Source: an optimization exercise on an open RTL-to-GDS flow (aim: small area and a short achievable clock period). Production flows keep margins and buffers that such runs may drop.
The RTL was checked by simulation tests, not by an equivalence proof against the original design.
Power is estimated from default activity; no workload was simulated.

==> design/flow/design.v <==
`timescale 1ns/1ns
`default_nettype none
module rv_core (
    input  wire            clk,
    input  wire            reset,
    output logic [31:0]    iaddr_o,
    input  wire  [31:0]    idata_i,
    output logic [1023:0]  registers_o
);
    logic [31:1]       pc_q;
    logic [31:1][31:0] regs_q;
    logic [31:0]       pc;
    assign pc      = {pc_q, 1'b0};
    assign iaddr_o = pc;
    always_comb begin
        registers_o[31:0] = 32'b0;
        for (int i = 1; i < 32; i++) registers_o[32*i +: 32] = regs_q[i];
    end
    logic [31:0] ins;
    logic [6:0]  opc;
    logic [2:0]  f3;
    logic [4:0]  rd, rs1, rs2;
    assign ins = idata_i;
    assign opc = ins[6:0];
    assign f3  = ins[14:12];
    assign rd  = ins[11:7];
    assign rs1 = ins[19:15];
    assign rs2 = ins[24:20];
    logic is_opimm, is_op, is_lui, is_auipc, is_br, is_jal, is_jalr, is_alu, is_link;
    assign is_opimm = (opc == 7'b0010011);
    assign is_op    = (opc == 7'b0110011);
    assign is_lui   = (opc == 7'b0110111);
    assign is_auipc = (opc == 7'b0010111);
    assign is_br    = (opc == 7'b1100011);
    assign is_jal   = (opc == 7'b1101111);
    assign is_jalr  = (opc == 7'b1100111);
    assign is_alu   = is_opimm | is_op;
    assign is_link  = is_jal | is_jalr;
    logic [31:0] imm_i, imm_u, imm_b, imm_j;
    assign imm_i = {{20{ins[31]}}, ins[31:20]};
    assign imm_u = {ins[31:12], 12'b0};
    assign imm_b = {{20{ins[31]}}, ins[7], ins[30:25], ins[11:8], 1'b0};
    assign imm_j = {{12{ins[31]}}, ins[19:12], ins[20], ins[30:21], 1'b0};
    logic [31:0] an, r2n;
    logic [3:0][31:1] sel1l, sel2l;
    for (genvar l = 0; l < 4; l++) begin : g_dec
        dec31 u1 (.r(rs1), .sel(sel1l[l]));
        dec31 u2 (.r(rs2), .sel(sel2l[l]));
    end
    for (genvar j = 0; j < 32; j++) begin : g_rd
        logic [10:0] t1, t2;
        logic [31:1] sel1, sel2;
        assign sel1 = sel1l[j / 8];
        assign sel2 = sel2l[j / 8];
        for (genvar k = 0; k < 10; k++) begin : g_grp
            aoi222 u1 (
                .a1 (sel1[3*k+1]), .a2 (regs_q[3*k+1][j]),
                .b1 (sel1[3*k+2]), .b2 (regs_q[3*k+2][j]),
                .c1 (sel1[3*k+3]), .c2 (regs_q[3*k+3][j]),
                .y  (t1[k])
            );
            aoi222 u2 (
                .a1 (sel2[3*k+1]), .a2 (regs_q[3*k+1][j]),
                .b1 (sel2[3*k+2]), .b2 (regs_q[3*k+2][j]),
                .c1 (sel2[3*k+3]), .c2 (regs_q[3*k+3][j]),
                .y  (t2[k])
            );
        end
        nand2m u1_31 (.a(sel1[31]), .b(regs_q[31][j]), .y(t1[10]));
        nand2m u2_31 (.a(sel2[31]), .b(regs_q[31][j]), .y(t2[10]));
        and11 u1_or (.t(t1), .y(an[j]));
        and11 u2_or (.t(t2), .y(r2n[j]));
    end
    logic        use_rs2, sub;
    logic [31:0] bx, sum, p0, g0;
    logic        cout;
    assign use_rs2 = opc[5] & ~opc[2];
    assign sub = ~opc[2] & (opc[6] | (f3[2:1] == 2'b01) | ((f3 == 3'b000) & opc[5] & ins[30]));
    logic [31:0] bx1, bx0;
    assign bx1 = use_rs2 ? {32{~sub}} : (imm_i ^ {32{sub}});
    assign bx0 = use_rs2 ? {32{sub}}  : (imm_i ^ {32{sub}});
    for (genvar j = 0; j < 32; j++) begin : g_b
        mux2m u (.a(bx1[j]), .b(bx0[j]), .s(r2n[j]), .y(bx[j]));
    end
    add32 adder_i (
        .an   (an),
        .b    (bx),
        .cin  (sub),
        .s    (sum),
        .cout (cout),
        .p    (p0),
        .g    (g0)
    );
    logic eq;
    assign eq  = ~|(an ^ r2n);
    logic        left, fill;
    logic [4:0]  shamt;
    logic [31:0] sh [0:6];
    logic [31:0] sr;
    assign left  = ~f3[2];
    assign shamt = use_rs2 ? ~r2n[4:0] : imm_i[4:0];
    assign fill  = ins[30] & ~an[31] & ~left;
    for (genvar i = 0; i < 32; i++) begin : g_rev
        mux2m u (.a(an[i]), .b(an[31-i]), .s(left), .y(sh[0][i]));
    end
    for (genvar k = 0; k < 5; k++) begin : g_sh
        logic fk;
        assign fk = (k % 2 == 0) ? ~fill : fill;
        for (genvar i = 0; i < 32; i++) begin : g_bit
            if (i + (1 << k) < 32) begin : g_in
                mux2i_m u (.a(sh[k][i]), .b(sh[k][i + (1 << k)]), .s(shamt[k]), .y(sh[k+1][i]));
            end else begin : g_fill
                mux2i_m u (.a(sh[k][i]), .b(fk), .s(shamt[k]), .y(sh[k+1][i]));
            end
        end
    end
    assign sr = sh[5];
    logic [31:0] pimm, pcimm, pc4;
    assign pimm  = opc[3] ? imm_j : (opc[2] ? imm_u : imm_b);
    assign pcimm = pc + pimm;
    assign pc4   = pc + 32'd4;
    logic d_alu, d_lui, d_auipc, d_link;
    logic s_add, s_sl, s_slt, s_sltu, s_xor, s_sr, s_or, s_and;
    logic we;
    assign d_alu   = ~reset & opc[4] & ~opc[2];
    assign d_lui   = ~reset & opc[4] &  opc[2] &  opc[5];
    assign d_auipc = ~reset & opc[4] &  opc[2] & ~opc[5];
    assign d_link  = ~reset & ~opc[4];
    assign s_add   = d_alu & (f3 == 3'b000);
    assign s_sl    = d_alu & (f3 == 3'b001);
    assign s_slt   = d_alu & (f3 == 3'b010);
    assign s_sltu  = d_alu & (f3 == 3'b011);
    assign s_xor   = d_alu & (f3 == 3'b100);
    assign s_sr    = d_alu & (f3 == 3'b101);
    assign s_or    = d_alu & (f3 == 3'b110);
    assign s_and   = d_alu & (f3 == 3'b111);
    assign we = is_alu | is_lui | is_auipc | is_link;
    logic [31:0] early_n, wd;
    always_comb begin
        for (int j = 0; j < 32; j++) begin
            early_n[j] = ~((s_xor   & p0[j])
                         | (s_or    & (p0[j] | g0[j]))
                         | (s_and   & g0[j])
                         | (d_lui   & imm_u[j])
                         | (d_auipc & pcimm[j])
                         | (d_link  & pc4[j]));
        end
    end
    logic v0, v1, sltn;
    assign v0 = (s_slt & p0[31]) | s_sltu;
    assign v1 = s_slt & ~p0[31];
    mux2i_m u_slt (.a(v0), .b(v1), .s(cout), .y(sltn));
    for (genvar j = 0; j < 32; j++) begin : g_wd
        logic sn, shn;
        nand2m u_s  (.a(sum[j]), .b(s_add), .y(sn));
        aoi22m u_sh (.a1(s_sr), .a2(sr[j]), .b1(s_sl), .b2(sr[31-j]), .y(shn));
        if (j == 0) begin : g_slt
            nand4m u_w (.a(sn), .b(shn), .c(early_n[j]), .d(sltn), .y(wd[j]));
        end else begin : g_nslt
            nand3m u_w (.a(sn), .b(shn), .c(early_n[j]), .y(wd[j]));
        end
    end
    for (genvar i = 1; i < 32; i++) begin : g_reg
        logic wen;
        assign wen = reset | (we & (rd == 5'(i)));
        always_ff @(posedge clk) begin
            if (wen) regs_q[i] <= wd;
        end
    end
    logic n_jal, n_br, n_jalr;
    logic t0, t1, go0, go1;
    logic [31:1] q0, q1, pc_next;
    assign n_jal  = ~reset & is_jal;
    assign n_br   = ~reset & is_br;
    assign n_jalr = ~reset & is_jalr;
    always_comb begin
        case (f3)
            3'b000:  begin t0 = eq;        t1 = eq;        end
            3'b001:  begin t0 = ~eq;       t1 = ~eq;       end
            3'b100:  begin t0 = p0[31];    t1 = ~p0[31];   end
            3'b101:  begin t0 = ~p0[31];   t1 = p0[31];    end
            3'b110:  begin t0 = 1'b1;      t1 = 1'b0;      end
            3'b111:  begin t0 = 1'b0;      t1 = 1'b1;      end
            default: begin t0 = 1'b0;      t1 = 1'b0;      end
        endcase
    end
    assign go0 = n_jal | (n_br & t0);
    assign go1 = n_jal | (n_br & t1);
    assign q0  = go0 ? pcimm[31:1] : ({31{~reset}} & pc4[31:1]);
    assign q1  = go1 ? pcimm[31:1] : ({31{~reset}} & pc4[31:1]);
    for (genvar j = 1; j < 32; j++) begin : g_pcn
        pcsel u (.s(sum[j]), .j(n_jalr), .c(cout), .q1(q1[j]), .q0(q0[j]), .y(pc_next[j]));
    end
    always_ff @(posedge clk) begin
        pc_q <= pc_next;
    end
endmodule
module add32 (
    input  wire  [31:0] an,
    input  wire  [31:0] b,
    input  wire         cin,
    output logic [31:0] s,
    output logic        cout,
    output logic [31:0] p,
    output logic [31:0] g
);
    logic [32:0] gg [0:5];
    logic [32:0] pp [0:5];
    for (genvar i = 0; i < 32; i++) begin : g_pg
        andn2m u_g (.an(an[i]), .b(b[i]), .y(gg[0][i+1]));
        xnor2m u_p (.a(an[i]), .b(b[i]), .y(pp[0][i+1]));
    end
    assign gg[0][0] = cin;
    assign pp[0][0] = 1'b0;
    for (genvar k = 1; k <= 5; k++) begin : g_lvl
        localparam int D = 1 << (k - 1);
        for (genvar i = 0; i <= 32; i++) begin : g_pos
            if (i < D) begin : g_pass
                assign gg[k][i] = ~gg[k-1][i];
                assign pp[k][i] = 1'b0;
            end else if (k % 2 == 1) begin : g_n
                if (i < 2 * D) begin : g_g
                    pfx_gn u (.gh(gg[k-1][i]), .ph(pp[k-1][i]), .gl(gg[k-1][i-D]), .gn(gg[k][i]));
                    assign pp[k][i] = 1'b0;
                end else begin : g_gp
                    pfx_gpn u (.gh(gg[k-1][i]), .ph(pp[k-1][i]), .gl(gg[k-1][i-D]), .pl(pp[k-1][i-D]),
                               .gn(gg[k][i]), .pn(pp[k][i]));
                end
            end else begin : g_p
                if (i < 2 * D) begin : g_g
                    pfx_gp u (.gnh(gg[k-1][i]), .pnh(pp[k-1][i]), .gnl(gg[k-1][i-D]), .g(gg[k][i]));
                    assign pp[k][i] = 1'b0;
                end else begin : g_gp
                    pfx_gpp u (.gnh(gg[k-1][i]), .pnh(pp[k-1][i]), .gnl(gg[k-1][i-D]), .pnl(pp[k-1][i-D]),
                               .g(gg[k][i]), .p(pp[k][i]));
                end
            end
        end
    end
    assign s = ~(pp[0][32:1] ^ gg[5][31:0]);
    pfx_gp u_cout (.gnh(gg[5][32]), .pnh(pp[5][32]), .gnl(gg[5][0]), .g(cout));
    assign p = pp[0][32:1];
    assign g = gg[0][32:1];
endmodule
module nand2m (
    input  wire  a, b,
    output logic y
);
    assign y = ~(a & b);
endmodule
module nand3m (
    input  wire  a, b, c,
    output logic y
);
    assign y = ~(a & b & c);
endmodule
module aoi22m (
    input  wire  a1, a2, b1, b2,
    output logic y
);
    assign y = ~((a1 & a2) | (b1 & b2));
endmodule
module mux2i_m (
    input  wire  a, b, s,
    output logic y
);
    assign y = ~(s ? b : a);
endmodule
module pcsel (
    input  wire  s, j, c, q1, q0,
    output logic y
);
    assign y = j ? s : (c ? q1 : q0);
endmodule
module dec31 (
    input  wire  [4:0]  r,
    output logic [31:1] sel
);
    always_comb begin
        for (int i = 1; i < 32; i++) sel[i] = (r == 5'(i));
    end
endmodule
module nand4m (
    input  wire  a, b, c, d,
    output logic y
);
    assign y = ~(a & b & c & d);
endmodule
module and11 (
    input  wire  [10:0] t,
    output logic        y
);
    assign y = &t;
endmodule
module mux2m (
    input  wire  a, b, s,
    output logic y
);
    assign y = s ? b : a;
endmodule
module andn2m (
    input  wire  an, b,
    output logic y
);
    assign y = ~an & b;
endmodule
module xnor2m (
    input  wire  a, b,
    output logic y
);
    assign y = ~(a ^ b);
endmodule
module pfx_gn (
    input  wire  gh, ph, gl,
    output logic gn
);
    assign gn = ~(gh | (ph & gl));
endmodule
module pfx_gpn (
    input  wire  gh, ph, gl, pl,
    output logic gn, pn
);
    assign gn = ~(gh | (ph & gl));
    assign pn = ~(ph & pl);
endmodule
module pfx_gp (
    input  wire  gnh, pnh, gnl,
    output logic g
);
    assign g = ~(gnh & (pnh | gnl));
endmodule
module pfx_gpp (
    input  wire  gnh, pnh, gnl, pnl,
    output logic g, p
);
    assign g = ~(gnh & (pnh | gnl));
    assign p = ~(pnh | pnl);
endmodule
module aoi222 (
    input  wire  a1, a2, b1, b2, c1, c2,
    output logic y
);
    assign y = ~((a1 & a2) | (b1 & b2) | (c1 & c2));
endmodule
`default_nettype wire
==> design/flow/flow/run.sh <==
#!/bin/bash
# The standard ORFS layout (the standard.sh, every step unchanged), except that the
# buffers buffer_ports puts on every input and output port are the smallest buffer
# (buf_1) instead of the clkdlybuf4s50_1 it picks by default.
set -euo pipefail
bash standard.sh "BUFFER_PORTS_ARGS=-buffer_cell sky130_fd_sc_hd__buf_1" finish > standard_flow.log 2>&1
==> design/flow/standard.sh <==
#!/bin/bash
# synth_recipe.tcl (not shown) runs the flow's synth.tcl, then flattens the netlist and writes it again
# the make line also repeats each setting of config.mk as NAME=value (left out here)
make -C /OpenROAD-flow-scripts/flow DESIGN_CONFIG=/design/flow/config.mk WORK_HOME=/design/flow/orfs CLKGATE_MAP_FILE= SYNTH_SCRIPT=/design/flow/synth_recipe.tcl "${@:-finish}"
==> design/flow/config.mk <==
export PLATFORM = sky130hd
export DESIGN_NAME = rv_core
export DESIGN_NICKNAME = rv_core
export VERILOG_FILES = /design/flow/design.v
export SDC_FILE = /design/flow/constraint.sdc
export NUM_CORES = 4
export LEC_CHECK = 0
export CAP_MARGIN = 20
export CORE_MARGIN = 2
export CORE_UTILIZATION = 40
export SETUP_SLACK_MARGIN = 2.5
export SLEW_MARGIN = 20
export SYNTH_HIERARCHICAL = 1
export TNS_END_PERCENT = 10
==> design/flow/constraint.sdc <==
create_clock -name core_clock -period 8.5 [get_ports {clk}]
set_input_delay 1.7000 -clock core_clock [delete_from_list [all_inputs] [get_ports {clk}]]
set_output_delay 1.7000 -clock core_clock [all_outputs]
set_load 0.01 [all_outputs]
==> summary.md, run 1 <==
| Metric | Value |
|---|---|
| CP Max Fanout | 31 |
| Leading area contributor after synthesis | edfxtp_1 |
| Row cnt | 132 |
| Fin crit period | between 6 and 7 ns |
| Initial antenna violation count | 10 |
| Pre-CTS setup slack | 0.201 ns |
| FFs w/ async S/R, synth | 0% |
| Setup slack after layout | 2.04 ns |
| Final setup viols | 0 |
| Synth Warn # | 14 |
| Synth unique cells | between 70 and 80 |
| Core Area | 130,000 µm² |
| Drt wl/cell | approximately 45 µm |
| Reg clk slew, reported paths | approximately 0.060 ns |
| Mapped Area | 52,500 µm² |
| Critical path capture point type | register |
| Total GRT Usage | between 40% and 50% |
| Io pins | 1,090 |
| Largest net degree at the start of global routing | 66 |
| Dominant cells by area after synthesis | edfxtp_1, a222oi_1, mux2i_1, nor2_1, mux2_4 |
| Max Freq | ~0.15 GHz |
| Required @ worst endpoint | between 8 and 9 ns |
| Post-Syn Instances | approximately 3,900 |
| # fillers | 11,615 |
| Via density | between 7 and 8 |
| Worst Skew | ~0.073 ns |
| Sequential share of the synthesized area | between 50 and 60% |
| CTS Buf Count | 110 |
| Hold Path Class | reg -> reg |
| Leak Pwr | between 20 and 25 nW |
| DR pass1 iterations | 14 |
| Register area | about 30,000 µm² |
| Drt initial violations | approximately 13,000 |
| CP arrival | between 6 and 7 ns |
| Yosys top cell area share | between 50% and 60% |
| H-tree depth | 3 |
| R2R Path End | regs_q[371]$_DFFE_PP_ |
| RSZ-0062 raised after global routing | true |
| Vias | between 50,000 and 60,000 |
| Post-synth EDFFs | 992 |
| Hpwl dp | 236,000 µm |
| Startpoint class of the critical path | input port |
| # nets final | ~5,300 |
| Initial Util | between 40% and 50% |
| Min-delay src | pc_q[1]$_DFF_P_ |
| CTS Buffer Depth | 3 |
| Main synth FF type | edfxtp_1 |
| Worst slew pin tran | 1.22 ns |
| Syn Area/Cell | 13.4 µm² |
| Global-route wire length before repair | approximately 400,000 µm |
| Post-DRT Antenna Nets | 0 |
| Final Hold Vio Count | 0 |
| Max Slew Vio Count | 0 |
| Tcrit/Tclk final | 75.9% |
| Worst R2R Start | regs_q[499]$_DFFE_PP_ |
| PD cells | ~240 nW/µm² |
| Cell Area, Placed | approximately 60,000 µm² |
| Max Cap Viol | 0 |
| Layout cells sized above 1 | 18.9% |
| Status | finished clean |
| Vias in the first global route | 45,946 |
| CTS sink count | 1,023 |
| Overflow after GRT | 0 |
| CTS tree | yes |
| Clk root buf | clkbuf_16 |
| Post-Route Utilization | about half |
| VDD IR max | 169 µV |
| Finished Cell Area | between 60,000 and 70,000 µm² |
| Headroom to the max-slew limit | between 15 and 20% |
| Die ar. | ~130,000 µm² |
| Clk latency of the worst-skew pair | around 0.78 ns |
| GPL Wtd Cong | ~1.1 |
| Die W | approximately 370 µm |
| Worst reg2reg setup slack | between 3 and 4 ns |
| Crit Path Class | in -> reg |
| Multi-input logic area | between 20,000 and 25,000 µm² |
| Die height | ~370 µm |
| Hold Path Sink | pc_q[1]$_DFF_P_ |
| Worst reg-to-reg path cell count | 10 |
| Drt drc | 0 |
| Routed WL | around 310,000 µm |
| Synth-to-layout area growth | 24.9% |
| Yosys reg bits | about 1,000 |
| IO buf count | 1,056 |
| Hold path depth | 4 |
[routing by layer]
metal | track usage [%] | vias up | share of wire (%)
met5 | 0.392 | - | 0.023
met4 | 20.2 | 6 | 5.9
met3 | 13.5 | 787 | 14
met2 | 63.8 | 4945 | 42
met1 | 60.3 | 26016 | 38
li1 | - | 19472 | -
[final cells by class]
cell class	count	area share [%]
flip-flops and latches	1023	46.4
multi-input cells	2786	35.5
repair buffers	1235	8.79
clock buffers	123	4.34
well taps	1742	3.33
clock inverters	82	1.40
inverters	30	0.176
diodes	4	0.0153
[Yosys stat by module (local to each module, per instance), a selection]
module | cells inside | times used
add32 | 40 | 1
dec31 | 46 | 8
and11 | 4 | 64
pcsel | 3 | 31
andn2m | 1 | 32
aoi22m | 1 | 32
pfx_gpn | 2 | 57
pfx_gpp | 2 | 46
mux2i_m | 1 | 161
aoi222 | 1 | 640
xnor2m | 1 | 32
pfx_gp | 1 | 11
nand3m | 1 | 31
nand2m | 1 | 96
[layout by cell type (no fill, tap or decap), types with 33 or more instances in the layout]
cell       Yosys  routed
mux2i_1      196     195
a21oi_2       78      85
a21oi_1       58      50
xnor2_1       79      43
nor2_1       362     295
nand4_1      139     139
buf_4         33     143
nor2_2         0      59
conb_1         1      33
mux2_2        56      56
o21ai_1       43      40
nand2_1      243     224
clkbuf_16      0     116
buf_1          5    1042
o21ai_2       47      51
mux2_4        65      65
a222oi_1     658     658
o21ai_0       83      76
nor3_4         0      47
a21o_1        47      35
xor2_1        76      75
nand3_1      124     123
edfxtp_1     992     992
[sequential cells by signal, indices dropped and copies added (netlist names)]
| name | count |
|---|---|
| pc_q | 31 |
| regs_q | 992 |
[cell families after synthesis]
logic type / Yosys count / share of synthesized area (%)
flip-flops: 1023 / 58.0
XOR/XNOR: 155 / 2.59
multiplexers: 318 / 6.82
AO/OA/AOI/OAI: 1134 / 19.3
AND/OR/NAND/NOR: 1110 / 11.3
buffers and inverters: 139 / 1.24
other: 1 / 0.00715
adder cells (fa/ha/maj): 33 / 0.801
[power breakdown]
group	internal, mW	switching (mW)
logic	1.22	2.72
clock network	2.83	2.24
registers	6.13	0.630
[worst max-delay path, stage by stage]
cell and delay [ns]:
buf_8 0.23, nand2b_2 0.39, nor2_1 0.23, a222oi_1 0.67
nand4_1 0.32, nor3_2 0.40, mux2_4 0.38, xnor2_4 0.21
a222oi_1 0.90, o21ai_0 0.20, a21oi_1 0.71, nand3_1 0.26
buf_6 0.27
[worst max path at each step]
stage,startpoint,to,slack (ns),cells after the start
6_report,idata_i[23],regs_q[371]$_DFFE_PP_,2.04,13
5_1_grt,idata_i[2],regs_q[573]$_DFFE_PP_,2.48,16
4_1_cts,idata_i[21],pc_q[14]$_DFF_P_,2.48,20
3_5_place_dp,idata_i[17],pc_q[17]$_DFF_P_,0.20,19
3_3_place_gp,idata_i[16],pc_q[19]$_DFF_P_,-0.03,19
2_1_floorplan,idata_i[12],regs_q[0]$_DFFE_PP_,2.50,18
[stage by stage]
step | instances | power, mW | TNS [ns] | hold WS, ns
final | 7025 | 15.8 | 0 | 0.962
after global routing | 7024 | 16.0 | 0 | 1.01
after CTS | 6993 | 15.5 | 0 | 0.944
after detailed placement | 6765 | 10.4 | 0 | 0.931
after global placement | 6765 | 10.5 | -0.627 | 0.893
after floorplan | 3945 | 8.62 | 0 | 0.850
[timing repair]
action | CTS | global route
hold buffers | 0 | 0
setup buffers | 23 | 20
endpoints found under the setup margin | 1023 | 1023
pin swaps | 35 | 64
gates resized for setup | 68 | 123
hold endpoints to repair | 0 | 0
cloned | 0 | 8
[synth_stat cells (25+ instances only)]
| master | n |
|---|---|
| xor2_1 | 76 |
| buf_4 | 33 |
| nor2b_4 | 32 |
| a222oi_1 | 658 |
| a21oi_2 | 78 |
| o21ai_2 | 47 |
| nor3_2 | 64 |
| nand3b_1 | 25 |
| nor2_1 | 362 |
| a21oi_1 | 58 |
| ha_1 | 32 |
| clkbuf_1 | 68 |
| o21ai_1 | 43 |
| a22oi_2 | 32 |
| xnor2_1 | 79 |
| a21o_1 | 47 |
| inv_1 | 30 |
| edfxtp_1 | 992 |
| mux2_4 | 65 |
| mux2_2 | 56 |
| mux2i_1 | 196 |
| nand2_1 | 243 |
| nand4_1 | 139 |
| dfxtp_1 | 31 |
| nand3_1 | 124 |
| o21ai_0 | 83 |
==> run 2, diff against run 1 <==
--- a/design/flow/config.mk
+++ b/design/flow/config.mk
@@ -7,8 +7,8 @@
 export LEC_CHECK = 0
 export CAP_MARGIN = 20
 export CORE_MARGIN = 2
-export CORE_UTILIZATION = 40
-export SETUP_SLACK_MARGIN = 2.5
+export CORE_UTILIZATION = 30
+export SETUP_SLACK_MARGIN = 3
 export SLEW_MARGIN = 20
 export SYNTH_HIERARCHICAL = 1
 export TNS_END_PERCENT = 10
==> run 2 against run 1 <==
Effect of this change:
- still clean on timing, DRC and antenna
- clock-buffer cell count is 5 higher
- fmax is 8.9% higher
- first-iteration DRC count is 3.4% higher
- cell count is 10% higher
- critical path depth is 9 higher
- global-route usage is 9.7 points lower
- design area is 4.6% higher
- synthesized cell count stayed put
- register-to-register slack better by 0.37 ns
- area after synthesis stayed put
- critical endpoint is now regs_q[896]$_DFFE_PP_
==> summary.md, run 2 <==
| Metric | Value |
|---|---|
| Status | finished clean |
| Synth unique cells | 74 |
| Clk latency of the worst-skew pair | slightly above 0.8 ns |
| Largest net degree at the start of global routing | between 60 and 70 |
| Initial antenna violation count | 20 |
| VDD IR max | 186 µV |
| Final setup viols | 0 |
| # nets final | approximately 5,400 |
| Post-DRT Antenna Nets | 0 |
| Die W | 422 µm |
| Vias in the first global route | between 40,000 and 50,000 |
| Most frequent cells in the layout | buf_1, edfxtp_1, a222oi_1 |
| Yosys top cell area share | between 50% and 60% |
| Startpoint class of the critical path | input port |
| Setup_tns | 0 ns |
| PD cells | 235 nW/µm² |
| Yosys reg bits | 1,023 |
| Max reg flops | around 990 |
| Dominant cells by area after synthesis | edfxtp_1, a222oi_1, mux2i_1, nor2_1, mux2_4 |
| Max Slew Vio Count | 0 |
| Via density | roughly 6.7 |
| Hpwl dp | ~240,000 µm |
| Final Hold Vio Count | 0 |
| Required @ worst endpoint | roughly 9 ns |
| Top reg by flops | regs_q |
| CP Max Fanout | 31 |
| Setup slack after layout | around 2.6 ns |
| Crit Path Class | in -> reg |
| Top-count cell post-synth | edfxtp_1 |
| Vias | 52,028 |
| Main synth FF type | edfxtp_1 |
| Synth Warn # | 14 |
| Crit-path max cell delay | ~0.51 ns |
| Core Area | 174,000 µm² |
| Leak Pwr | 23.4 nW |
| Slowest cell on crit path | a222oi_1 |
| Leading area contributor after synthesis | edfxtp_1 |
| Power Total | 16.1 mW |
| FFs w/ async S/R, synth | 0% |
| Fin crit period | a little under 6 ns |
| Clk root buf | clkbuf_16 |
| Drt wl/cell | roughly 43 µm |
| Syn Area/Cell | 13.4 µm² |
| Drt drc | 0 |
| Total GRT Usage | 34.3% |
| Sequential share of the synthesized area | between 50 and 60% |
| Worst Skew | ~0.054 ns |
| Post-Syn Instances | about 3,900 |
| DR pass1 iterations | 22 |
| Overflow after GRT | 0 |
| Top Registers | regs_q (992), pc_q (31) |
| CTS Buffer Depth | 3 |
| Die ar. | 178,000 µm² |
| Row cnt | approximately 150 |
| Cell-by-cell trace of the critical path | clkbuf_16 > buf_8 > nand3b_1 > buf_4 > buf_4 > nor2_1 > buf_4 > a222oi_1 > nand4_1 > nor3_4 > buf_4 > mux2_4 > xnor2_4 > nand2_2 > nor2_2 > nand2_1 > nor2_2 > nand2_1 > o21ai_4 > mux2i_1 > nand4_1 > buf_4 |
| Drt initial violations | 13,093 |
| Max Freq | 0.169 GHz |
| Worst reg2reg setup slack | ~3.7 ns |
| GPL Wtd Cong | 1.04 |
| CTS Hold Bufs | 0 |
| RSZ-0062 raised after global routing | true |
| Synth-to-layout area growth | 30.6% |
| Commonest cells post-synth | edfxtp_1, a222oi_1, nor2_1, nand2_1, mux2i_1 |
| CP arrival | 6.39 ns |
| Wl on met1 | 120,000 µm |
| Layout cells sized above 1 | between 20% and 30% |
| Register area | approximately 30,000 µm² |
| Max Cap Viol | 0 |
| Tcrit/Tclk final | between 60% and 70% |
| Met3 Wirelength | 43,100 µm |
| Top layer in use | met5 |
| Global-route wire length before repair | about 420,000 µm |
| Initial Util | between 30% and 40% |
| Worst slew pin tran | approximately 1.3 ns |
| Routed WL | around 330,000 µm |
| CTS tree | yes |
| Hold Path Class | reg -> reg |
| Met2 WL | roughly 140,000 µm |
| CTS sink count | ~1,000 |
| Top Family by Delay on Critical Path | simple AND/OR/NAND/NOR gates |
| Multi-input logic area | around 24,000 µm² |
| Io pins | 1,090 |
| H-tree depth | 3 |
| Most common cell after layout, fill and taps aside | buf_1 |
| Critical path capture point type | register |
| # fillers | roughly 17,000 |
| Post-synth EDFFs | a little under 1,000 |
| CTS Buf Count | 110 |
| IO buf count | between 1,000 and 1,500 |
| CP Buf/Inv Count | 7 |
| Reg clk slew, reported paths | about 0.060 ns |
| Die height | roughly 420 µm |
| Mapped Area | between 50,000 and 60,000 µm² |
| Headroom to the max-slew limit | between 10% and 20% |
| Most frequent CP cell | buf_4 |
| Pre-CTS setup slack | 0.116 ns |
-- run 2: cell type report --
class	count	area share [%]
clock inverters	81	1.37
clock buffers	128	4.14
well taps	2325	4.24
repair buffers	1360	10.6
inverters	30	0.175
flip-flops and latches	1023	44.4
multi-input cells	2785	35.0
diodes	6	0.0219
-- run 2: where the power goes --
part | internal [mW] | switching (mW)
registers | 6.13 | 0.608
clock network | 2.83 | 2.28
logic | 1.38 | 2.85
total | 10.3 | 5.73
-- run 2: worst reg2reg max path, stage by stage, from the launching register on --
cell,delay [ns]
edfxtp_1,0.50
a222oi_1,0.69
nand4_1,0.44
nor3_4,0.43
mux2_4,0.37
xnor2_4,0.25
nand2_2,0.14
o21ai_2,0.29
a21oi_2,0.13
o21ai_2,0.08
a21oi_2,0.07
xnor2_2,0.36
nand2_1,0.14
nand3_1,0.12
buf_4,0.42
-- run 2: path summary, 6_finish.rpt --
| path | start | end | cells after the start |
|---|---|---|---|
| worst max-delay path | idata_i[21] | regs_q[896]$_DFFE_PP_ | 22 |
| worst max register to register | regs_q[210]$_DFFE_PP_ | regs_q[824]$_DFFE_PP_ | 14 |
| worst min register to register | pc_q[2]$_DFF_P_ | pc_q[2]$_DFF_P_ | 4 |
| worst min-delay path | pc_q[2]$_DFF_P_ | pc_q[2]$_DFF_P_ | 4 |
-- run 2: metal layers --
layer / GRT usage, % / up-vias
met5: 0.941 / -
met4: 19.0 / 12
met3: 9.50 / 958
met2: 51.5 / 4872
met1: 44.6 / 26451
li1: - / 19735
-- run 2: through the flow --
step	hold slack [ns]	area [µm²]	utilization (%)	std cells
4_1_cts	0.955	67200	38.7	7656
6_report	0.961	68500	39.4	7738
2_1_floorplan	0.850	53800	-	3945
3_5_place_dp	0.938	61300	35.3	7346
3_3_place_gp	0.919	61300	35.3	7345
5_1_grt	0.992	68500	39.4	7732
-- run 2: timing repair --
| action | in CTS | in global routing |
|---|---|---|
| hold endpoints to repair | 0 | 0 |
| endpoints found under the setup margin | 1023 | 1023 |
| pin swaps | 116 | 98 |
| setup buffers | 91 | 60 |
| resized for setup | 271 | 113 |
| cloned | 10 | 16 |
-- run 2: modules after synthesis (local to each module, per instance), excerpt --
module / cell area [µm²] / cells / times used
rv_core: 35900 / 1829 / 1
dec31: 218 / 46 / 8
mux2m: 15.0 / 1 / 64
andn2m: 13.8 / 1 / 32
pfx_gpp: 12.5 / 2 / 46
aoi22m: 12.5 / 1 / 32
mux2i_m: 10.0 / 1 / 161
pfx_gn: 8.76 / 1 / 21
xnor2m: 8.76 / 1 / 32
pfx_gp: 5.00 / 1 / 11
nand3m: 5.00 / 1 / 31
nand2m: 3.75 / 1 / 96
-- run 2: kinds of logic (layout without fill, tap and decap cells) --
| logic type | after synthesis | after routing | share of synthesized area (%) |
|---|---|---|---|
| AOI/OAI and AO/OA | 1134 | 1135 | 19.3 |
| other | 1 | 39 | 0.00715 |
| buffers and inverters | 139 | 1599 | 1.24 |
| DFF | 1023 | 1023 | 58.0 |
| adders and majority gates | 33 | 33 | 0.801 |
| muxes | 318 | 318 | 6.82 |
| xor gates and xnor gates | 155 | 155 | 2.59 |
| and+or+nand+nor | 1110 | 1111 | 11.3 |
==> run 3, diff against run 2 <==
--- a/design/flow/config.mk
+++ b/design/flow/config.mk
@@ -8,7 +8,7 @@
 export CAP_MARGIN = 20
 export CORE_MARGIN = 2
 export CORE_UTILIZATION = 30
-export SETUP_SLACK_MARGIN = 3
+export SETUP_SLACK_MARGIN = 2.5
 export SLEW_MARGIN = 20
 export SYNTH_HIERARCHICAL = 1
-export TNS_END_PERCENT = 10
+export TNS_END_PERCENT = 100
==> run 3 against run 2 <==
Effect of this change:
- cell count down 1.7%
- largest power group unchanged
- worst setup slack got worse by 0.19 ns
- fmax shrank 3.1%
- clock-buffer cell count down 1
- via count shrank 3.0%
- wire length decreased by 4.4%
- critical path depth down 2
- die area did not move
- largest cell class unchanged
- combinational power shrank 7.8%
- still clean
- synthesized cell count did not move
==> summary.md, run 3 <==
| Metric | Value |
|---|---|
| CTS Buf Count | 111 |
| Syn Area/Cell | between 10 and 15 µm² |
| Reg clk slew, reported paths | 0.06 ns |
| Cell Area, Placed | 61,200 µm² |
| Post-synth EDFFs | 992 |
| Vias | slightly above 50,000 |
| CP arrival | roughly 6.8 ns |
| Mapped Area | approximately 52,000 µm² |
| Slowest cell on crit path | a222oi_1 |
| Main synth FF type | edfxtp_1 |
| Top layer in use | met5 |
| Drt drc | 0 |
| Setup_tns | 0 ns |
| Leading area contributor after synthesis | edfxtp_1 |
| Dominant cells by area after synthesis | edfxtp_1, a222oi_1, mux2i_1, nor2_1, mux2_4 |
| Max Slew Vio Count | 0 |
| RSZ-0062 raised after global routing | false |
| CTS Hold Bufs | 0 |
| Largest family of logic cells by synthesized area | compound AO/OA/AOI/OAI gates |
| Hpwl dp | approximately 240,000 µm |
| Critical path capture point type | register |
| Finished Cell Area | approximately 66,000 µm² |
| Initial antenna violation count | 15 |
| Post-Synth Adder-Cell Area | less than 1% |
| Post-Route Utilization | about two fifths |
| IO buf count | 1,056 |
| Post-DRT Antenna Nets | 0 |
| Most common cell after layout, fill and taps aside | buf_1 |
| Worst slew pin tran | around 1.2 ns |
| Met2 WL | between 100,000 and 150,000 µm |
| VDD IR max | 159 µV |
| Max Freq | between 0.15 and 0.2 GHz |
| Worst Skew | about 0.032 ns |
| Clk latency of the worst-skew pair | 0.78 ns |
| Cell-by-cell trace of the critical path | clkbuf_8 > nand2_1 > nor2_1 > a222oi_1 > nand4_1 > nor3_2 > buf_6 > xor2_1 > nor4_4 > nand4_1 > nor2_4 > xnor2_1 > nor3_2 > a31oi_1 > o22ai_4 > buf_12 > clkbuf_16 > mux2_1 > mux2i_1 > o21ai_1 |
| Max reg flops | between 900 and 1,000 |
| Status | finished clean |
| Synth-to-layout area growth | 26.5% |
| Xor/xnor share of the synthesized area | under 10% |
| Power Total | ~16 mW |
| FFs w/ async S/R, synth | 0% |
| Final setup viols | 0 |
| Global-route wire length before repair | just over 400,000 µm |
| Yosys top cell area share | between 50% and 60% |
| Via density | 6.63 |
| Required @ worst endpoint | 9.14 ns |
| Post-synthesis simple-gate area fraction | between 10% and 20% |
| Startpoint class of the critical path | input port |
| DR pass1 iterations | 14 |
| Overflow after GRT | 0 |
| Mux cell area share after synthesis | under 10% |
| Top Registers | regs_q (992), pc_q (31) |
| Die W | between 400 and 500 µm |
| Hold Path Class | reg -> reg |
| Layout cells sized above 1 | approximately a fifth |
| Largest net degree at the start of global routing | 66 |
| Post-synthesis compound-gate area fraction | roughly 19% |
| Die height | about 420 µm |
| Headroom to the max-slew limit | 21.7% |
| GPL Wtd Cong | around 1.0 |
| Row cnt | approximately 150 |
| Die ar. | 178,000 µm² |
| Max Cap Viol | 0 |
| Post-Syn Instances | roughly 4,000 |
| Hold slack | about 0.94 ns |
| Final Hold Vio Count | 0 |
| H-tree depth | 3 |
| Leak Pwr | approximately 22 nW |
| Drt initial violations | ~13,000 |
| Crit Path Class | in -> reg |
| CP Max Fanout | 18 |
| CTS tree | yes |
| Commonest cells post-synth | edfxtp_1, a222oi_1, nor2_1, nand2_1, mux2i_1 |
| Io pins | 1,090 |
| Top reg by flops | regs_q |
| Most frequent cells in the layout | buf_1, edfxtp_1, a222oi_1 |
| CP Buf/Inv Count | 4 |
| Fin crit period | around 6 ns |
| Wl on met1 | ~120,000 µm |
| Met3 Wirelength | roughly 39,000 µm |
| Synth Warn # | 14 |
| Initial Util | between 30% and 40% |
| Synth unique cells | between 70 and 80 |
| Routed WL | about 310,000 µm |
| Tcrit/Tclk final | about 72% |
| Sequential share of the synthesized area | around 58% |
| CTS Buffer Depth | 3 |
| Worst reg-to-reg path cell count | 17 |
| # nets final | 5,252 |
| Drt wl/cell | 41.3 µm |
| Hold path depth | 4 |
| Total GRT Usage | approximately 33% |
| Top Family by Delay on Critical Path | simple AND/OR/NAND/NOR gates |
| WP depth | 20 |
| Vias in the first global route | 46,281 |
| PD cells | between 200 and 250 nW/µm² |
| Clk root buf | clkbuf_16 |
| Crit-path max cell delay | just over 0.6 ns |
| Top-count cell post-synth | edfxtp_1 |
| Core Area | 174,000 µm² |
| CTS sink count | ~1,000 |
| Yosys reg bits | 1,023 |
run 3: cell types whose count changed in the layout (fill, tap and decap cells not counted), sizes merged:
cell           delta
nor2              -1
o22ai             -1
clkinvlp          +3
bufinv            +1
clkinv            -4
buf             -106
clkdlybuf4s15     -1
clkbuf           -18
diode             -2
run 3: modules after synthesis, one instance, submodules excluded, a selection:
module	copies in the design	flops+latches	area, µm²
andn2m	32	0	13.8
aoi222	640	0	10.0
mux2m	64	0	15.0
nand3m	31	0	5.00
pcsel	31	0	18.8
pfx_gn	21	0	8.76
run 3: per-layer routing:
metal,up-vias,GRT usage (%)
li1,19468,-
met1,25535,42.8
met2,4613,50.2
met3,853,8.82
met4,8,18.4
met5,-,0
run 3: final cells by class:
type,instances,area [µm²]
tap,2325,2910
antenna,4,10.0
sequential,1023,30400
fill,16913,107000
inverter,30,115
clock buffer,127,2870
clock inverter,81,897
multi-input combinational,2783,23300
timing repair buffer,1236,5890
run 3: worst min-delay path, stage by stage (launching register included):
cell     delay, ns
dfxtp_1       0.39
nor2b_1       0.18
mux2_2        0.16
mux2i_1       0.05
o21ai_1       0.12
run 3: worst paths after layout:
kind	from	end	slack [ns]
max reg2reg	regs_q[125]$_DFFE_PP_	pc_q[5]$_DFF_P_	3.65
max	idata_i[18]	pc_q[5]$_DFF_P_	2.38
min reg2reg	pc_q[1]$_DFF_P_	pc_q[1]$_DFF_P_	0.94
min	pc_q[1]$_DFF_P_	pc_q[1]$_DFF_P_	0.94
run 3: what timing repair did:
| item | CTS | global route |
|---|---|---|
| gates resized for setup | 96 | 96 |
| pin swaps | 34 | 52 |
| setup buffers | 27 | 16 |
| endpoints found under the setup margin | 1023 | 1023 |
| gates cloned | 0 | 6 |
run 3: cells by family (layout without fill, tap and decap cells):
kind of cell	count (synthesis)	in the layout
AO/OA/AOI/OAI	1134	1134
XOR/XNOR	155	155
other	1	37
AND/OR/NAND/NOR	1110	1110
flip-flops	1023	1023
multiplexers	318	318
buffers and inverters	139	1474
adder cells (fa/ha/maj)	33	33
run 3: where the power goes:
part / internal (mW) / switching, mW / total (mW)
Clock: 2.87 / 2.24 / 5.12
Sequential: 6.13 / 0.622 / 6.75
Combinational: 1.22 / 2.68 / 3.90
Total: 10.2 / 5.54 / 15.8
run 3: through the flow:
| stage | worst slack, ns | cells |
|---|---|---|
| floorplan | 2.50 | 3945 |
| global placement | -0.0542 | 7346 |
| detailed placement | -0.000361 | 7347 |
| CTS | 2.49 | 7582 |
| global route | 2.49 | 7605 |
| finish | 2.38 | 7609 |
==> run 4, diff against run 3 <==
--- a/design/flow/config.mk
+++ b/design/flow/config.mk
@@ -8,7 +8,7 @@
 export CAP_MARGIN = 20
 export CORE_MARGIN = 2
 export CORE_UTILIZATION = 30
-export SETUP_SLACK_MARGIN = 2.5
+export SETUP_SLACK_MARGIN = 2.75
 export SLEW_MARGIN = 20
 export SYNTH_HIERARCHICAL = 1
 export TNS_END_PERCENT = 100
==> run 4 against run 3 <==
Effect of this change:
- die area did not move
- register-to-register slack improved by 0.05 ns
- still clean
- flip-flop and latch count did not move
- clock power barely moved
- non-clock buffer count rose by 106
- clock skew rose by 0.035 ns
- largest cell class unchanged
- synthesized cell count did not move
- sequential power barely moved
==> summary.md, run 4 <==
| Metric | Value |
|---|---|
| Worst reg-to-reg path cell count | 14 |
| Core Area | 174,000 µm² |
| Routed WL | between 300,000 and 400,000 µm |
| Crit Path Class | in -> reg |
| FFs w/ async S/R, synth | 0% |
| Drt wl/cell | 42.3 µm |
| Leak Pwr | approximately 23 nW |
| Worst Skew | 0.0671 ns |
| Yosys reg bits | 1,023 |
| CTS Hold Bufs | 0 |
| Synth Warn # | 14 |
| Initial Util | a little under a third |
| Max Freq | ~0.17 GHz |
| Die height | about 420 µm |
| Sequential share of power | 42.0% |
| CP arrival | approximately 6.5 ns |
| CTS sink count | 1,023 |
| Clk root buf | clkbuf_16 |
| Vias | slightly above 50,000 |
| CP Max Fanout | 31 |
| Io pins | approximately 1,100 |
| Post-synth EDFFs | just under 1,000 |
| Vias in the first global route | roughly 47,000 |
| Post-DRT Antenna Nets | 0 |
| Psw | around 5.7 mW |
| Largest net degree at the start of global routing | 66 |
| Slowest cell on crit path | a222oi_1 |
| Reg clk slew, reported paths | 0.06 ns |
| Die ar. | approximately 180,000 µm² |
| Row cnt | roughly 150 |
| Commonest cells post-synth | edfxtp_1, a222oi_1, nor2_1, nand2_1, mux2i_1 |
| RSZ-0062 raised after global routing | true |
| Syn Area/Cell | between 10 and 15 µm² |
| GPL Wtd Cong | between 1 and 1.5 |
| Cell-by-cell trace of the critical path | clkbuf_8 > buf_4 > or3b_4 > nor2_2 > a222oi_1 > nand4_1 > nor3_4 > buf_4 > buf_4 > nor2b_4 > a21oi_2 > o21ai_2 > a21oi_2 > o21ai_2 > a21oi_2 > xnor2_2 > nand2_1 > nand3_1 > buf_6 |
| Required @ worst endpoint | approximately 9 ns |
| Crit-path max cell delay | a little over 0.9 ns |
| Sw frac | between 30% and 40% |
| Initial antenna violation count | 14 |
| Top Registers | regs_q (992), pc_q (31) |
| Max Slew Vio Count | 0 |
| Most frequent cells in the layout | buf_1, edfxtp_1, a222oi_1 |
| Hold slack | a little under 1 ns |
| Yosys top cell area share | 56.8% |
| # nets final | between 5,000 and 6,000 |
| Dominant cells by area after synthesis | edfxtp_1, a222oi_1, mux2i_1, nor2_1, mux2_4 |
| Layout cells sized above 1 | between 20% and 30% |
| Most common cell after layout, fill and taps aside | buf_1 |
| PD cells | roughly 240 nW/µm² |
| Top reg by flops | regs_q |
| Fin crit period | slightly below 6 ns |
| Worst slew pin tran | approximately 1.2 ns |
| Overflow after GRT | 0 |
| IO buf count | 1,056 |
| Setup_tns | 0 ns |
| CTS Buffer Depth | 3 |
| Combinational fraction of design power | a little over a quarter |
| Synth-to-layout area growth | 30.4% |
| Hold Path Class | reg -> reg |
| Mapped Area | about 52,000 µm² |
| Critical path endpoint | regs_q[16]$_DFFE_PP_ |
| Max reg flops | 992 |
| Post-Syn Instances | slightly below 4,000 |
| Main synth FF type | edfxtp_1 |
| Leading area contributor after synthesis | edfxtp_1 |
| Drt initial violations | between 10,000 and 15,000 |
| VDD IR max | 167 µV |
| Final Hold Vio Count | 0 |
| Final setup viols | 0 |
| Pre-CTS setup slack | approximately 0.52 ns |
| Drt drc | 0 |
| Tcrit/Tclk final | about 70% |
| Critical path capture point type | register |
| CTS tree | yes |
| DR pass1 iterations | 14 |
| Sequential share of the synthesized area | between 50 and 60% |
| Top-count cell post-synth | edfxtp_1 |
| Internal | 10.4 mW |
| Headroom to the max-slew limit | 19.7% |
| CTS Buf Count | roughly 110 |
| Worst reg2reg setup slack | ~3.7 ns |
| Setup slack after layout | roughly 2.6 ns |
| Via density | 6.71 |
| Status | finished clean |
| Worst R2R Start | regs_q[109]$_DFFE_PP_ |
| Die W | between 400 and 500 µm |
| Hpwl dp | around 240,000 µm |
| Clock power frac | between 30% and 40% |
| Worst setup path startpoint | idata_i[15] |
| Max Cap Viol | 0 |
| Synth unique cells | 74 |
| Total GRT Usage | between 30% and 40% |
| Startpoint class of the critical path | input port |
| R2R Path End | regs_q[16]$_DFFE_PP_ |
| Global-route wire length before repair | around 420,000 µm |
| Clk latency of the worst-skew pair | roughly 0.79 ns |
| H-tree depth | 3 |
==> run 4: cell counts after synthesis <==
Identical to the previous run, type by type.
==> run 4: what timing repair did <==
item | in CTS | in global routing
pin swaps | 74 | 114
gates resized for setup | 216 | 214
endpoints found under the setup margin | 1023 | 1023
gates cloned | 4 | 13
buffers inserted | 73 | 63
==> run 4: routing by layer <==
layer,wire (µm),GRT usage [%],vias up,part of all wire [%]
met5,40,0,-,0.012
met4,23000,19.7,6,7.1
met3,42400,9.82,980,13
met2,140000,50.6,4820,43
met1,121000,44.7,26254,37
li1,-,-,19676,-
==> run 4: how the worst min path moves through the flow <==
stage	from	endpoint	slack [ns]	cells after the start
final	pc_q[1]$_DFF_P_	pc_q[1]$_DFF_P_	0.99	4
after global routing	pc_q[1]$_DFF_P_	pc_q[1]$_DFF_P_	1.04	4
after CTS	pc_q[2]$_DFF_P_	pc_q[2]$_DFF_P_	0.98	4
after detailed placement	pc_q[2]$_DFF_P_	pc_q[2]$_DFF_P_	0.97	4
after global placement	pc_q[1]$_DFF_P_	pc_q[1]$_DFF_P_	0.91	4
after floorplan	pc_q[2]$_DFF_P_	pc_q[2]$_DFF_P_	0.85	4
==> run 4: power groups by stage <==
stage               clock [mW]  sequential (mW)  combinational [mW]
floorplan                    0             6.72                1.92
global route              5.31             6.74                4.32
detailed placement           0             6.80                3.68
global placement             0             6.80                3.69
CTS                       5.11             6.70                3.93
finish                    5.11             6.75                4.23
==> run 4: kinds of logic (layout without fill, tap and decap cells) <==
logic type / count (synthesis) / in the layout / share of synthesized area (%)
and+or+nand+nor: 1110 / 1111 / 11.3
other: 1 / 39 / 0.00715
AOI/OAI and AO/OA: 1134 / 1134 / 19.3
buffers and inverters: 139 / 1573 / 1.24
muxes: 318 / 318 / 6.82
DFF: 1023 / 1023 / 58.0
adders and majority gates: 33 / 33 / 0.801
xor gates and xnor gates: 155 / 155 / 2.59
==> run 4: cell type report <==
class	count	area, µm²
well taps	2325	2910
fillers	16839	105000
multi-input cells	2784	24100
clock inverters	79	966
flip-flops and latches	1023	30400
clock buffers	122	2780
repair buffers	1342	7080
inverters	30	120
diodes	6	15.0
==> run 4: Yosys stat by module, one instance, submodules excluded, excerpt <==
module,cells,cell area [µm²]
nand4m,1,6.26
add32,40,310
andn2m,1,13.8
mux2i_m,1,10.0
pfx_gpn,2,12.5
aoi22m,1,12.5
pfx_gp,1,5.00
aoi222,1,10.0
xnor2m,1,8.76
pfx_gn,1,8.76
mux2m,1,15.0
and11,4,27.5
pfx_gpp,2,12.5
nand3m,1,5.00
pcsel,3,18.8
==> run 4: worst max-delay path: cells and delay by family <==
kind	cells	cell delay (ns)
compound gates	6	1.98
simple gates	7	1.33
buf+inv	5	1.15
xor+xnor	1	0.21
==> run 4: stage by stage <==
| step | power [mW] | util [%] | cells | area (µm²) |
|---|---|---|---|---|
| finish | 16.1 | 39.4 | 7711 | 68400 |
| global route | 16.4 | 39.3 | 7705 | 68400 |
| CTS | 15.7 | 38.4 | 7629 | 66800 |
| detailed placement | 10.5 | 35.3 | 7351 | 61400 |
| global placement | 10.5 | 35.3 | 7351 | 61400 |
| floorplan | 8.64 | - | 3945 | 53800 |
==> run 5, diff against run 4 <==
--- a/design/flow/design.v
+++ b/design/flow/design.v
@@ -72,7 +72,7 @@
         and11 u2_or (.t(t2), .y(r2n[j]));
     end
     logic        use_rs2, sub;
-    logic [31:0] bx, sum, p0, g0;
+    logic [31:0] bxn, sum, p0, g0;
     logic        cout;
     assign use_rs2 = opc[5] & ~opc[2];
     assign sub = ~opc[2] & (opc[6] | (f3[2:1] == 2'b01) | ((f3 == 3'b000) & opc[5] & ins[30]));
@@ -80,11 +80,11 @@
     assign bx1 = use_rs2 ? {32{~sub}} : (imm_i ^ {32{sub}});
     assign bx0 = use_rs2 ? {32{sub}}  : (imm_i ^ {32{sub}});
     for (genvar j = 0; j < 32; j++) begin : g_b
-        mux2m u (.a(bx1[j]), .b(bx0[j]), .s(r2n[j]), .y(bx[j]));
+        mux2i_m u (.a(bx1[j]), .b(bx0[j]), .s(r2n[j]), .y(bxn[j]));
     end
     add32 adder_i (
         .an   (an),
-        .b    (bx),
+        .bn   (bxn),
         .cin  (sub),
         .s    (sum),
         .cout (cout),
@@ -197,7 +197,7 @@
 endmodule
 module add32 (
     input  wire  [31:0] an,
-    input  wire  [31:0] b,
+    input  wire  [31:0] bn,
     input  wire         cin,
     output logic [31:0] s,
     output logic        cout,
@@ -207,8 +207,8 @@
     logic [32:0] gg [0:5];
     logic [32:0] pp [0:5];
     for (genvar i = 0; i < 32; i++) begin : g_pg
-        andn2m u_g (.an(an[i]), .b(b[i]), .y(gg[0][i+1]));
-        xnor2m u_p (.a(an[i]), .b(b[i]), .y(pp[0][i+1]));
+        nor2m u_g (.a(an[i]), .b(bn[i]), .y(gg[0][i+1]));
+        xor2m u_p (.a(an[i]), .b(bn[i]), .y(pp[0][i+1]));
     end
     assign gg[0][0] = cin;
     assign pp[0][0] = 1'b0;
@@ -304,6 +304,18 @@
 );
     assign y = ~an & b;
 endmodule
+module nor2m (
+    input  wire  a, b,
+    output logic y
+);
+    assign y = ~(a | b);
+endmodule
+module xor2m (
+    input  wire  a, b,
+    output logic y
+);
+    assign y = a ^ b;
+endmodule
 module xnor2m (
     input  wire  a, b,
     output logic y
--- a/design/flow/config.mk
+++ b/design/flow/config.mk
@@ -8,7 +8,7 @@
 export CAP_MARGIN = 20
 export CORE_MARGIN = 2
 export CORE_UTILIZATION = 30
-export SETUP_SLACK_MARGIN = 2.75
+export SETUP_SLACK_MARGIN = 2.5
 export SLEW_MARGIN = 20
 export SYNTH_HIERARCHICAL = 1
-export TNS_END_PERCENT = 100
+export TNS_END_PERCENT = 10
==> run 5 against run 4 <==
Effect of this change:
- still clean on timing, DRC and antenna
- total power fell by 0.98%
- register-to-register slack got worse by 0.10 ns
- sequential share of layout area grew 1.6 points
- die area fell by 0.91%
- synthesized cell count unchanged
- non-clock buffer count decreased by 73
- worst setup slack lost 0.29 ns
- wire length shrank 0.33%
- global-route usage increased by 0.60 points
- flip-flop and latch count unchanged
- area after synthesis fell by 0.92%
- largest cell class unchanged
- largest power group unchanged
==> summary.md, run 5 <==
| Metric | Value |
|---|---|
| PD cells | 241 nW/µm² |
| Crit Path Class | in -> reg |
| Worst setup path startpoint | idata_i[20] |
| CTS tree | yes |
| Worst reg2reg setup slack | approximately 3.6 ns |
| IO buf count | 1,056 |
| Sequential share of the synthesized area | between 50% and 60% |
| Top reg by flops | regs_q |
| DR pass1 iterations | 14 |
| Io pins | 1,090 |
| Max Cap Viol | 0 |
| Met2 GRT Util | between 50% and 60% |
| CP arrival | about 6.7 ns |
| Max reg flops | approximately 990 |
| R2R Path End | regs_q[571]$_DFFE_PP_ |
| # nets final | 5,285 |
| Dominant cells by area after synthesis | edfxtp_1, a222oi_1, mux2i_1, nor2_1, xor2_1 |
| CP Buf/Inv Count | 3 |
| Top-count cell post-synth | edfxtp_1 |
| Hpwl dp | 246,000 µm |
| Yosys top cell area share | a little under three fifths |
| Critical path capture point type | register |
| Die height | about 420 µm |
| Die W | ~420 µm |
| Top Family by Delay on Critical Path | compound AO/OA/AOI/OAI gates |
| Max Freq | ~0.16 GHz |
| Startpoint class of the critical path | input port |
| Top Registers | regs_q (992), pc_q (31) |
| Drt drc | 0 |
| Initial Util | a little under a third |
| Fin crit period | roughly 6.2 ns |
| Hold Path Class | reg -> reg |
| Post-synth EDFFs | 992 |
| Drt initial violations | about 13,000 |
| RSZ-0062 raised after global routing | true |
| Core Area | approximately 170,000 µm² |
| CTS Hold Bufs | 0 |
| Syn Area/Cell | around 13 µm² |
| Global Route met1 Usage | a little under half |
| Register area | 30,400 µm² |
| Overflow after GRT | 0 |
| Vias | just over 50,000 |
| Status | finished clean |
| # fillers | about 17,000 |
| Leading area contributor after synthesis | edfxtp_1 |
| Pre-CTS setup slack | 0.532 ns |
| Post-Syn Instances | between 3,000 and 4,000 |
| Layout cells sized above 1 | between 10% and 20% |
| Row cnt | between 150 and 200 |
| Mapped Area | a little over 50,000 µm² |
| Largest net degree at the start of global routing | between 60 and 70 |
| Leak Pwr | between 20 and 25 nW |
| Multi-input logic area | between 20,000 and 25,000 µm² |
| H-tree depth | 3 |
| Worst Skew | 0.0720 ns |
| Vias in the first global route | between 40,000 and 50,000 |
| Total GRT Usage | 34.8% |
| Reg clk slew, reported paths | 0.06 ns |
| Required @ worst endpoint | between 8 and 9 ns |
| Yosys reg bits | between 1,000 and 1,500 |
| Global-route wire length before repair | approximately 420,000 µm |
| Routed WL | between 300,000 and 400,000 µm |
| Tcrit/Tclk final | between 70% and 80% |
| Most frequent cells in the layout | buf_1, edfxtp_1, a222oi_1 |
| Worst reg-to-reg path cell count | 16 |
| Most frequent CP cell | a222oi_1 |
| CTS Buffer Depth | 3 |
| Die ar. | between 150,000 and 200,000 µm² |
| Crit-path max cell delay | around 0.82 ns |
| Drt wl/cell | between 40 and 50 µm |
| Clk latency of the worst-skew pair | about 0.81 ns |
| Max Slew Vio Count | 0 |
| Headroom to the max-slew limit | 22.9% |
| Cell-by-cell trace of the critical path | clkbuf_4 > buf_8 > or3_1 > nor2_2 > a222oi_1 > nand4_1 > nor3_4 > mux2i_4 > xor2_4 > a222oi_1 > o21ai_0 > a21oi_2 > nand3_1 > buf_6 |
| Main synth FF type | edfxtp_1 |
| Hold slack | slightly above 0.9 ns |
| Synth-to-layout area growth | 27.1% |
| FFs w/ async S/R, synth | 0% |
| Power Total | ~16 mW |
| Commonest cells post-synth | edfxtp_1, a222oi_1, nor2_1, nand2_1, mux2i_1 |
| Slowest cell on crit path | a222oi_1 |
| Most used routing layer | met2 |
| CTS sink count | 1,023 |
| Final setup viols | 0 |
| VDD IR max | between 150 and 200 µV |
| Most common cell after layout, fill and taps aside | buf_1 |
| Setup_tns | 0 ns |
| Clk root buf | clkbuf_16 |
| Worst slew pin tran | 1.16 ns |
| Setup slack after layout | around 2.3 ns |
| Post-DRT Antenna Nets | 0 |
| Hold Path Sink | pc_q[2]$_DFF_P_ |
| Hold path depth | 4 |
| CTS Buf Count | 110 |
| Cell Area, Placed | between 60,000 and 70,000 µm² |
| Worst R2R Start | regs_q[578]$_DFFE_PP_ |
| CP Max Fanout | 31 |
| Initial antenna violation count | 11 |
| Met3 Usage GRT | about a tenth |
| Synth Warn # | 14 |
| Via density | between 6 and 7 |
| GPL Wtd Cong | 1.05 |
| Min-delay src | pc_q[2]$_DFF_P_ |
| Finished Cell Area | approximately 66,000 µm² |
| Final Hold Vio Count | 0 |
| Synth unique cells | 73 |
## run 5: cell types whose count changed after synthesis
cell     previous run  this run
nor2_1            362       394
xor2_1             76       108
nor2b_4            32         0
mux2i_1           196       228
mux2_4             65        33
xnor2_1            79        47
## run 5: how the worst max path moves through the flow
stage	end	slack, ns	depth (start not counted)
2_1_floorplan	regs_q[0]$_DFFE_PP_	2.25	18
3_3_place_gp	pc_q[20]$_DFF_P_	0.59	19
3_5_place_dp	pc_q[19]$_DFF_P_	0.53	20
4_1_cts	regs_q[53]$_DFFE_PP_	2.42	18
5_1_grt	pc_q[19]$_DFF_P_	2.43	21
6_report	regs_q[500]$_DFFE_PP_	2.29	14
## run 5: routing by layer
layer	up-vias	wire length, µm	part of all wire [%]
met2	4656	142000	44
met3	844	42300	13
met1	25934	121000	37
li1	19533	-	-
met4	12	20400	6.3
met5	-	211	0.065
## run 5: timing repair
action                     in CTS  in global routing
resized for setup             112                145
setup buffers                  18                 56
setup endpoints to repair    1023               1023
pin swaps                      35                 84
cloned                          1                  1
## run 5: report_power, final
group / leakage, nW / internal [mW] / total [mW] / switching [mW]
logic: 9.95 / 1.15 / 3.85 / 2.70
registers: 10.5 / 6.13 / 6.74 / 0.616
clock network: 1.89 / 3.07 / 5.33 / 2.26
## run 5: metrics by stage
stage | util [%] | instances
global placement | 35.1 | 7340
detailed placement | 35.1 | 7340
global route | 38.4 | 7624
CTS | 37.7 | 7566
finish | 38.4 | 7631
floorplan | - | 3945
## run 5: logic make-up (layout without fill, tap and decap cells)
kind of cell,count (synthesis),after routing,share of synthesized area (%)
AOI/OAI and AO/OA,1134,1135,19.5
buffers and inverters,139,1506,1.25
muxes,318,318,6.58
and+or+nand+nor,1110,1110,10.8
DFF,1023,1023,58.5
other,1,41,0.00721
adders and majority gates,33,33,0.809
xor gates and xnor gates,155,155,2.61
## run 5: worst min-delay path, cell delays in order, from the launching register on
cell     delay, ns
dfxtp_1       0.40
nor2_1        0.16
mux2_2        0.16
mux2i_1       0.06
o21ai_1       0.10
## run 5: per-module statistics from Yosys, one instance, submodules excluded, a selection
module / flip-flops and latches / cells
and11: 0 / 4
mux2i_m: 0 / 1
mux2m: 0 / 1
aoi22m: 0 / 1
add32: 0 / 40
pcsel: 0 / 3
nand4m: 0 / 1
pfx_gpp: 0 / 2
## run 5: final cells by class
class	instances	share of cell area, %
flip-flops and latches	1023	46.0
inverters	30	0.182
repair buffers	1269	9.13
multi-input cells	2784	34.3
well taps	2310	4.38
diodes	8	0.0303
clock buffers	125	4.25
clock inverters	82	1.68
==> run 6, diff against run 5 <==
--- a/design/flow/config.mk
+++ b/design/flow/config.mk
@@ -11,4 +11,4 @@
 export SETUP_SLACK_MARGIN = 2.5
 export SLEW_MARGIN = 20
 export SYNTH_HIERARCHICAL = 1
-export TNS_END_PERCENT = 10
+export TNS_END_PERCENT = 100
==> run 6 against run 5 <==
Effect of this change:
- critical path depth rose by 4
- clock skew fell by 0.0024 ns
- critical path type unchanged
- largest power group unchanged
- die area did not move
- non-clock buffer count shrank 19
- wire length fell by 2.2%
- register-to-register slack about the same
==> summary.md, run 6 <==
| Metric | Value |
|---|---|
| Status | finished clean |
| Vias | a little over 50,000 |
| Pre-CTS setup slack | 0.347 ns |
| Worst slew pin tran | about 1.2 ns |
| Startpoint class of the critical path | input port |
| Synth Warn # | 14 |
| Worst Skew | approximately 0.07 ns |
| Routed WL | roughly 320,000 µm |
| Finished Cell Area | 65,800 µm² |
| Critical path capture point type | register |
| PD cells | about 240 nW/µm² |
| Layout cells sized above 1 | between 10% and 20% |
| Commonest cells post-synth | edfxtp_1, a222oi_1, nor2_1, nand2_1, mux2i_1 |
| Reg clk slew, reported paths | 0.07 ns |
| Top reg by flops | regs_q |
| Global-route wire length before repair | 411,000 µm |
| CTS Buf Count | ~110 |
| Die height | about 420 µm |
| Largest net degree at the start of global routing | 66 |
| Core Area | 172,000 µm² |
| Post-Syn Instances | slightly below 4,000 |
| Setup slack after layout | between 2 and 2.5 ns |
| Crit Path Class | in -> reg |
| CTS sink count | 1,023 |
| Max Freq | 0.165 GHz |
| Most common cell after layout, fill and taps aside | buf_1 |
| FFs w/ async S/R, synth | 0% |
| CP Max Fanout | 31 |
| IO buf count | around 1,100 |
| Power Total | between 15 and 20 mW |
| Top-count cell post-synth | edfxtp_1 |
| Yosys top cell area share | 57.3% |
| Hold slack | between 0.9 and 1 ns |
| Top Registers | regs_q (992), pc_q (31) |
| Final std cells w/o fill | roughly 7,600 |
| Sequential share of the synthesized area | approximately three fifths |
| Yosys reg bits | between 1,000 and 1,500 |
| Via density | roughly 6.7 |
| Hold path depth | 4 |
| VDD IR max | between 150 and 200 µV |
| Io pins | around 1,100 |
| RSZ-0062 raised after global routing | true |
| CP arrival | between 6 and 7 ns |
| DR pass1 iterations | 17 |
| Final Hold Vio Count | 0 |
| Total GRT Usage | 34.1% |
| CTS Hold Bufs | 0 |
| Die W | about 420 µm |
| Clk latency of the worst-skew pair | between 0.8 and 0.9 ns |
| Initial antenna violation count | 19 |
| Headroom to the max-slew limit | approximately a fifth |
| CTS Buffer Depth | 3 |
| Tcrit/Tclk final | between 70% and 80% |
| Max reg flops | just under 1,000 |
| Dominant cells by area after synthesis | edfxtp_1, a222oi_1, mux2i_1, nor2_1, xor2_1 |
| Leak Pwr | between 20 and 25 nW |
| H-tree depth | 3 |
| Syn Area/Cell | 13.3 µm² |
| Hold Path Class | reg -> reg |
| Vias in the first global route | 45,793 |
| Worst reg-to-reg path cell count | 14 |
| # nets final | approximately 5,300 |
| Drt initial violations | 13,380 |
| Fin crit period | a little over 6 ns |
| Clk root buf | clkbuf_16 |
| Overflow after GRT | 0 |
| Final setup viols | 0 |
| Most frequent cells in the layout | buf_1, edfxtp_1, a222oi_1 |
| Drt drc | 0 |
| Synth-to-layout area growth | 26.7% |
| Row cnt | 152 |
| Post-Route Utilization | a little under two fifths |
| Max Slew Vio Count | 0 |
| Max Cap Viol | 0 |
| Leading area contributor after synthesis | edfxtp_1 |
| Post-synth EDFFs | 992 |
| Drt wl/cell | 41.8 µm |
| Initial Util | a little under a third |
| Number of cells after detailed placement | roughly 7,300 |
| Mapped Area | a little over 50,000 µm² |
| GPL Wtd Cong | around 1.1 |
| CTS tree | yes |
| Post-DRT Antenna Nets | 0 |
| Required @ worst endpoint | ~9 ns |
| Cell Area, Placed | ~60,000 µm² |
| Hpwl dp | roughly 240,000 µm |
| Main synth FF type | edfxtp_1 |
| Setup_tns | 0 ns |
| Synth unique cells | 73 |
| # fillers | ~17,000 |
| Die ar. | roughly 180,000 µm² |
==> run 6: cell counts after synthesis <==
Identical to the previous run, type by type.
==> run 6: cell families after synthesis <==
kind of cell / count (synthesis) / share of synthesized area, %
AOI/OAI and AO/OA: 1134 / 19.5
DFF: 1023 / 58.5
muxes: 318 / 6.58
other: 1 / 0.00721
adders and majority gates: 33 / 0.809
buffers and inverters: 139 / 1.25
and+or+nand+nor: 1110 / 10.8
xor gates and xnor gates: 155 / 2.61
==> run 6: final timing paths <==
kind | from | endpoint | slack, ns
setup / recovery | idata_i[23] | regs_q[320]$_DFFE_PP_ | 2.44
hold reg to reg | pc_q[2]$_DFF_P_ | pc_q[2]$_DFF_P_ | 0.98
hold / removal | pc_q[2]$_DFF_P_ | pc_q[2]$_DFF_P_ | 0.98
setup reg to reg | regs_q[108]$_DFFE_PP_ | regs_q[767]$_DFFE_PP_ | 3.60
==> run 6: area by class of cell <==
class | count | area [µm²] | share of cell area, %
antenna | 5 | 12.5 | 0.0190
clock buffer | 120 | 2770 | 4.21
sequential | 1023 | 30400 | 46.2
multi-input combinational | 2783 | 22700 | 34.5
clock inverter | 85 | 1050 | 1.59
inverter | 30 | 120 | 0.182
tap | 2310 | 2890 | 4.39
timing repair buffer | 1250 | 5890 | 8.95
==> run 6: layer usage <==
layer,track usage (%),up-vias,wire length [µm]
met2,50.6,4921,136000
met4,19.3,8,23600
met1,44.0,25571,115000
met5,0,-,55
li1,-,19471,-
met3,10.2,962,43500
==> run 6: where the power goes <==
group	total [mW]	leakage (nW)	switching (mW)	internal (mW)
clock network	5.17	1.81	2.26	2.91
registers	6.74	10.5	0.617	6.13
logic	3.83	9.92	2.69	1.14
total	15.7	22.2	5.57	10.2
==> run 6: worst max-delay path, stage by stage <==
cell	delay [ns]
buf_6	0.20
buf_6	0.19
or2_4	0.17
nor2_1	0.14
a222oi_1	0.92
nand4_1	0.47
nor3_4	0.35
mux2i_2	0.31
xor2_2	0.32
nand2_2	0.16
nor2_4	0.19
nand2_1	0.15
nor2_2	0.15
nand2_1	0.11
o21ai_4	0.22
mux2i_2	0.29
nand4_1	0.21
buf_12	0.22
==> run 6: per-module statistics from Yosys, one instance, submodules excluded, excerpt <==
module | cells | copies in the design
aoi222 | 1 | 640
pfx_gpn | 2 | 57
pcsel | 3 | 31
rv_core | 1829 | 1
pfx_gp | 1 | 11
nor2m | 1 | 32
add32 | 40 | 1
nand4m | 1 | 1
nand3m | 1 | 31
==> run 6: what timing repair did <==
action | CTS | global route
endpoints found under the setup margin | 1023 | 1023
pin swaps | 29 | 75
hold endpoints to repair | 0 | 0
buffers inserted | 19 | 43
gates resized for setup | 111 | 165

[what the ideal ports hide]
Ports are ideal in the flow. The routed layouts listed here were re-timed in OpenROAD. Step 1 sets driving cells, clkbuf_16 on the clock port and buf_2 on the other inputs (assumed; they add their load-dependent delay and slew). Step 2 adds t to the input delays and takes it off the output delays; t is the mean of the earliest and latest rising clock arrival at the registers after step 1. Input paths then give back, and output paths get back, about the clock's delay inside the block. a / b / c = no drivers / after step 1 / after step 2; a / b = the first two.
run | t (ns) | slack for setup (ns) | worst hold slack (ns) | worst setup path after step 2 | worst data-port slew with drivers (ns)
run 1 | 0.828 | 2.044 / 2.079 / 1.252 | 0.962 / 0.962 / 0.962 | input to register | 0.12
run 2 | 0.867 | 2.573 / 2.346 / 1.480 | 0.961 / 0.961 / 0.961 | input to register | 0.39
run 3 | 0.848 | 2.385 / 2.139 / 1.291 | 0.938 / 0.938 / 0.938 | input to register | 0.37
run 4 | 0.836 | 2.577 / 2.527 / 1.692 | 0.994 / 0.994 / 0.994 | input to register | 0.31
run 5 | 0.856 | 2.288 / 2.325 / 1.469 | 0.917 / 0.917 / 0.917 | input to register | 0.14
run 6 | 0.857 | 2.443 / 2.483 / 1.626 | 0.982 / 0.982 / 0.982 | input to register | 0.15
After both steps setup and hold are still met in every run listed. The setup slack of run 3, which loses most, moves by -0.246 ns with the drivers and by -1.094 ns with both steps.
